Background: an optimization exercise with open tools, aiming at small area, a short achievable clock period and few clock cycles. Do not read the settings as production practice.
RTL that was checked went through simulation tests only; none was proved equivalent to the original.
Power and IR drop assume default switching activity.

==> flow/design.v <==
`timescale 1ns/10ps
module dma_backend #(
  parameter int unsigned MaxOut = 4    
) (
  input  logic        clk_i,
  input  logic        rst_ni,
  input  logic        valid_i,
  input  logic [31:0] req_src_i,
  input  logic [31:0] req_dst_i,
  input  logic [31:0] req_num_bytes_i,
  input  logic        req_serialize_i,
  output logic        ready_o,
  output logic [31:0] ar_addr_o,
  output logic [7:0]  ar_len_o,
  output logic        ar_valid_o,
  input  logic        ar_ready_i,
  output logic [31:0] aw_addr_o,
  output logic [7:0]  aw_len_o,
  output logic        aw_valid_o,
  input  logic        aw_ready_i,
  output logic [31:0] w_data_o,
  output logic        w_last_o,
  output logic        w_valid_o,
  input  logic        w_ready_i,
  input  logic [31:0] r_data_i,
  input  logic        r_last_i,
  input  logic        r_valid_i,
  output logic        r_ready_o,
  input  logic        b_valid_i,
  output logic        b_ready_o,
  output logic        backend_idle_o,
  output logic        trans_complete_o
);
  localparam int unsigned BPtrW = (MaxOut > 1) ? $clog2(MaxOut) : 1;
  logic              free_q;     
  logic              rdy_q;      
  logic              free_d;
  logic              calc_q;     
  logic              ser_q;      
  logic              ar_vld_q;
  logic              aw_vld_q;
  logic [29:0]       src_q;
  logic [29:0]       dst_q;
  logic [29:0]       left_q;
  logic [3:0]        len_q;      
  logic              last_q;     
  logic              ge16;       
  logic              gt16;       
  logic [3:0]        cap_s;
  logic [3:0]        cap_d;
  logic [3:0]        cap_l;
  logic [3:0]        cap_lr;
  logic              s_le_d;
  logic              s_le_l;
  logic              d_le_l;
  logic              l_le_s;
  logic              l_le_d;
  logic [3:0]        len_d;
  logic              last_d;
  logic [4:0]        beats;
  logic              src_c4;
  logic              dst_c4;
  logic              left_b5;
  logic [29:4]       src_tg;     
  logic [29:4]       dst_tg;
  logic [29:5]       left_tg;
  logic [3:0]        src_lo_nx;
  logic [3:0]        dst_lo_nx;
  logic [4:0]        left_lo_nx;
  logic              req_nz;
  logic              accept;
  logic              issue;
  logic              advance;
  logic              ar_vld_d;
  logic              aw_vld_d;
  logic              bl_mem_q [MaxOut];
  logic [BPtrW:0]    bl_wp_q;
  logic [BPtrW:0]    bl_rp_q;
  logic [BPtrW:0]    bl_wp_inc;
  logic [BPtrW:0]    bl_rp_inc;
  logic              bl_full;
  logic              bl_empty;
  logic              b_fire;
  logic [BPtrW:0]    bl_wp_d;
  logic [BPtrW:0]    bl_rp_d;
  logic              cmp_q;
  logic              cmp_d;
  logic              busy_q;     
  logic              ser_ok;
  assign ge16   = |left_q[29:4];
  assign gt16   = (|left_q[29:5]) | (left_q[4] & (|left_q[3:0]));
  assign cap_s  = (&src_q[9:4]) ? ~src_q[3:0] : 4'hf;
  assign cap_d  = (&dst_q[9:4]) ? ~dst_q[3:0] : 4'hf;
  assign cap_lr = left_q[3:0] - 4'd1;
  assign cap_l  = ge16 ? 4'hf : cap_lr;
  assign s_le_d = (cap_s <= cap_d);
  assign s_le_l = ge16 | (cap_s <= cap_lr);
  assign d_le_l = ge16 | (cap_d <= cap_lr);
  assign l_le_s = ge16 ? (cap_s == 4'hf) : (cap_lr <= cap_s);
  assign l_le_d = ge16 ? (cap_d == 4'hf) : (cap_lr <= cap_d);
  assign len_d  = (s_le_d & s_le_l) ? cap_s : (~s_le_d & d_le_l) ? cap_d : cap_l;
  assign last_d = ~gt16 & l_le_s & l_le_d;
  assign beats  = {1'b0, len_q} + 5'd1;
  assign src_c4  = (len_q >= ~src_q[3:0]);
  assign dst_c4  = (len_q >= ~dst_q[3:0]);
  assign left_b5 = ({1'b0, left_q[3:0]} <= {1'b0, len_q}) & ~left_q[4];
  always_comb begin
    for (int i = 4; i < 30; i++) begin
      src_tg[i] = src_c4 & (&(src_q | ~((30'd1 << i) - 30'd16)));
      dst_tg[i] = dst_c4 & (&(dst_q | ~((30'd1 << i) - 30'd16)));
    end
    for (int i = 5; i < 30; i++) begin
      left_tg[i] = left_b5 & ~(|(left_q & ((30'd1 << i) - 30'd32)));
    end
  end
  assign src_lo_nx  = src_q[3:0] + len_q + 4'd1;
  assign dst_lo_nx  = dst_q[3:0] + len_q + 4'd1;
  assign left_lo_nx = left_q[4:0] - {1'b0, len_q} - 5'd1;
  assign req_nz  = |req_num_bytes_i[31:2];
  assign accept  = rdy_q & valid_i & req_nz;
  assign ser_ok  = ~ser_q | bl_empty;
  assign issue   = calc_q & ~bl_full & ser_ok;
  assign advance = ~free_q & ~calc_q & ~ar_vld_q & ~aw_vld_q;
  assign ar_vld_d = issue | (ar_vld_q & ~ar_ready_i);
  assign aw_vld_d = issue | (aw_vld_q & ~aw_ready_i);
  always_comb begin
    free_d = free_q;
    if (free_q) begin
      free_d = ~accept;
    end else if (ar_vld_q | aw_vld_q) begin
      free_d = last_q & ~ar_vld_d & ~aw_vld_d;
    end
  end
  always_ff @(posedge clk_i or negedge rst_ni) begin
    if (!rst_ni) begin
      free_q   <= 1'b1;
      rdy_q    <= 1'b0;
      calc_q   <= 1'b0;
      ar_vld_q <= 1'b0;
      aw_vld_q <= 1'b0;
    end else begin
      free_q   <= free_d;
      rdy_q    <= free_d;
      ar_vld_q <= ar_vld_d;
      aw_vld_q <= aw_vld_d;
      if (free_q) begin
        calc_q <= accept;
      end else if (calc_q) begin
        calc_q <= ~issue;
      end else if (!ar_vld_q && !aw_vld_q) begin
        calc_q <= 1'b1;
      end
    end
  end
  always_ff @(posedge clk_i) begin
    if (free_q) begin
      src_q  <= req_src_i[31:2];
      dst_q  <= req_dst_i[31:2];
      left_q <= req_num_bytes_i[31:2];
      ser_q  <= req_serialize_i;
    end else if (advance) begin
      src_q[3:0]  <= src_lo_nx;
      dst_q[3:0]  <= dst_lo_nx;
      left_q[4:0] <= left_lo_nx;
      for (int i = 4; i < 30; i++) begin
        if (src_tg[i]) src_q[i] <= ~src_q[i];
        if (dst_tg[i]) dst_q[i] <= ~dst_q[i];
      end
      for (int i = 5; i < 30; i++) begin
        if (left_tg[i]) left_q[i] <= ~left_q[i];
      end
    end else if (issue) begin
      ser_q  <= 1'b0;
    end
    if (issue) begin
      len_q  <= len_d;
      last_q <= last_d;
    end
  end
  assign ar_addr_o  = {src_q, 2'b00};
  assign aw_addr_o  = {dst_q, 2'b00};
  assign ar_len_o   = {4'd0, len_q};
  assign aw_len_o   = {4'd0, len_q};
  assign ar_valid_o = ar_vld_q;
  assign aw_valid_o = aw_vld_q;
  assign ready_o    = rdy_q;
  assign b_ready_o = 1'b1;
  assign bl_full   = (bl_wp_q == (bl_rp_q ^ {1'b1, BPtrW'(0)}));
  assign bl_empty  = (bl_wp_q == bl_rp_q);
  assign bl_wp_inc = bl_wp_q + 1'b1;
  assign bl_rp_inc = bl_rp_q + 1'b1;
  assign b_fire    = b_valid_i & ~bl_empty;
  assign cmp_d     = b_fire & bl_mem_q[bl_rp_q[BPtrW-1:0]];
  assign bl_wp_d   = issue ? bl_wp_inc : bl_wp_q;
  assign bl_rp_d   = b_fire ? bl_rp_inc : bl_rp_q;
  always_ff @(posedge clk_i or negedge rst_ni) begin
    if (!rst_ni) begin
      bl_wp_q  <= '0;
      bl_rp_q  <= '0;
      cmp_q    <= 1'b0;
      busy_q   <= 1'b0;
    end else begin
      bl_wp_q  <= bl_wp_d;
      bl_rp_q  <= bl_rp_d;
      cmp_q    <= cmp_d;
      busy_q   <= ~free_d | (bl_wp_d != bl_rp_d);
    end
  end
  always_ff @(posedge clk_i) begin
    for (int unsigned i = 0; i < MaxOut; i++) begin
      if (issue && bl_wp_q[BPtrW-1:0] == BPtrW'(i)) begin
        bl_mem_q[i] <= last_d;
      end
    end
  end
  assign trans_complete_o = cmp_q;
  assign backend_idle_o   = ~busy_q;
  logic              w_vld_q;
  logic [32:0]       w_q;
  logic              skid_vld_q;
  logic              skid_vld_d;
  logic              r_rdy_q;    
  logic [32:0]       skid_q;
  logic              out_free;
  logic              r_fire;
  assign out_free = ~w_vld_q | w_ready_i;
  assign r_fire   = r_valid_i & r_rdy_q;
  assign skid_vld_d = skid_vld_q ? ~out_free : (r_fire & ~out_free);
  always_ff @(posedge clk_i or negedge rst_ni) begin
    if (!rst_ni) begin
      w_vld_q    <= 1'b0;
      skid_vld_q <= 1'b0;
      r_rdy_q    <= 1'b0;
    end else begin
      w_vld_q    <= ~out_free | skid_vld_q | r_fire;
      skid_vld_q <= skid_vld_d;
      r_rdy_q    <= ~skid_vld_d;
    end
  end
  always_ff @(posedge clk_i) begin
    if (!skid_vld_q) begin
      skid_q <= {r_last_i, r_data_i};
    end
    if (out_free) begin
      w_q <= skid_vld_q ? skid_q : {r_last_i, r_data_i};
    end
  end
  assign w_valid_o = w_vld_q;
  assign w_data_o  = w_q[31:0];
  assign w_last_o  = w_q[32];
  assign r_ready_o = r_rdy_q;
endmodule
export LEC_CHECK = 0
export CAP_MARGIN = 20
export CORE_MARGIN = 2
export CORE_UTILIZATION = 65
export PLACE_DENSITY = 0.75
export SLEW_MARGIN = 20
create_clock -name core_clock -period 8.5 [get_ports {clk_i}]
standard.sh (not shown) runs the stock make flow with config.mk's settings and CLKGATE_MAP_FILE= SYNTH_SCRIPT=/design/flow/synth_recipe.tcl, a recipe that flattens the netlist after the stock synthesis.
==> flow/flow/run.sh <==
#!/bin/bash
# standard layout; timing repair aims below the clock period, ports buffered with buf_1
bash standard.sh SETUP_SLACK_MARGIN=5.6 "BUFFER_PORTS_ARGS=-buffer_cell sky130_fd_sc_hd__buf_1" finish > standard.log 2>&1
The first run produced a clean layout.
Testbench counts at the start, summed over its fixed seeds: cycles 36,136.
Edit:
--- a/flow/design.v
+++ b/flow/design.v
@@ -45,8 +45,12 @@
   logic [3:0]        len_q;      
   logic              last_q;     
   logic              ge16;       
   logic              gt16;       
+  logic              spe_q;      
+  logic              dpe_q;      
+  logic              spe_nx;
+  logic              dpe_nx;
   logic [3:0]        cap_s;
   logic [3:0]        cap_d;
   logic [3:0]        cap_l;
   logic [3:0]        cap_lr;
@@ -88,10 +92,10 @@
   logic              busy_q;     
   logic              ser_ok;
   assign ge16   = |left_q[29:4];
   assign gt16   = (|left_q[29:5]) | (left_q[4] & (|left_q[3:0]));
-  assign cap_s  = (&src_q[9:4]) ? ~src_q[3:0] : 4'hf;
-  assign cap_d  = (&dst_q[9:4]) ? ~dst_q[3:0] : 4'hf;
+  assign cap_s  = spe_q ? ~src_q[3:0] : 4'hf;
+  assign cap_d  = dpe_q ? ~dst_q[3:0] : 4'hf;
   assign cap_lr = left_q[3:0] - 4'd1;
   assign cap_l  = ge16 ? 4'hf : cap_lr;
   assign s_le_d = (cap_s <= cap_d);
   assign s_le_l = ge16 | (cap_s <= cap_lr);
@@ -115,8 +119,10 @@
   end
   assign src_lo_nx  = src_q[3:0] + len_q + 4'd1;
   assign dst_lo_nx  = dst_q[3:0] + len_q + 4'd1;
   assign left_lo_nx = left_q[4:0] - {1'b0, len_q} - 5'd1;
+  assign spe_nx  = src_c4 ? (src_q[9:4] == 6'd62) : (&src_q[9:4]);
+  assign dpe_nx  = dst_c4 ? (dst_q[9:4] == 6'd62) : (&dst_q[9:4]);
   assign req_nz  = |req_num_bytes_i[31:2];
   assign accept  = rdy_q & valid_i & req_nz;
   assign ser_ok  = ~ser_q | bl_empty;
   assign issue   = calc_q & ~bl_full & ser_ok;
@@ -157,8 +163,10 @@
       src_q  <= req_src_i[31:2];
       dst_q  <= req_dst_i[31:2];
       left_q <= req_num_bytes_i[31:2];
       ser_q  <= req_serialize_i;
+      spe_q  <= &req_src_i[11:6];
+      dpe_q  <= &req_dst_i[11:6];
     end else if (advance) begin
       src_q[3:0]  <= src_lo_nx;
       dst_q[3:0]  <= dst_lo_nx;
       left_q[4:0] <= left_lo_nx;
@@ -168,8 +176,10 @@
       end
       for (int i = 5; i < 30; i++) begin
         if (left_tg[i]) left_q[i] <= ~left_q[i];
       end
+      spe_q  <= spe_nx;
+      dpe_q  <= dpe_nx;
     end else if (issue) begin
       ser_q  <= 1'b0;
     end
     if (issue) begin
Result:
- setup slack got worse by 0.041 ns
- power increases by roughly a tenth
- synthesized area went up slightly
- sequential share of layout area rises by 0.42 points
- utilization shrinks by 2.0 points
- die area increases slightly
No functional check of the RTL was part of the second run of this note.

re-timing with driven ports:
In the flow no input, the clock included, has a driving cell. The finished layouts below were timed again as built, in two steps. Step 1: set_driving_cell puts a clkbuf_16 on clk_i and a buf_2 on each other input, an assumption about the parent block. Step 2 times the ports against the registers' clock, not the clock port: input delays grow and output delays shrink by t, the midpoint of the rising clock arrivals with the driver on. Three values: ideal, step 1, step 2; two values: the first two.
run	shift t [ns]	slack for setup (ns)	slew at the worst register clock pin (ns)	pins driven straight from the clock port
the first run	0.475	5.642 / 5.601 / 5.226	0.08 / 0.08	1
the second run	0.475	5.601 / 5.559 / 5.226	0.08 / 0.08	1
After both steps setup and hold are still met in every run listed. For the first run, which loses most, drivers alone change the setup slack by -0.041 ns; drivers and shift together by -0.416 ns.
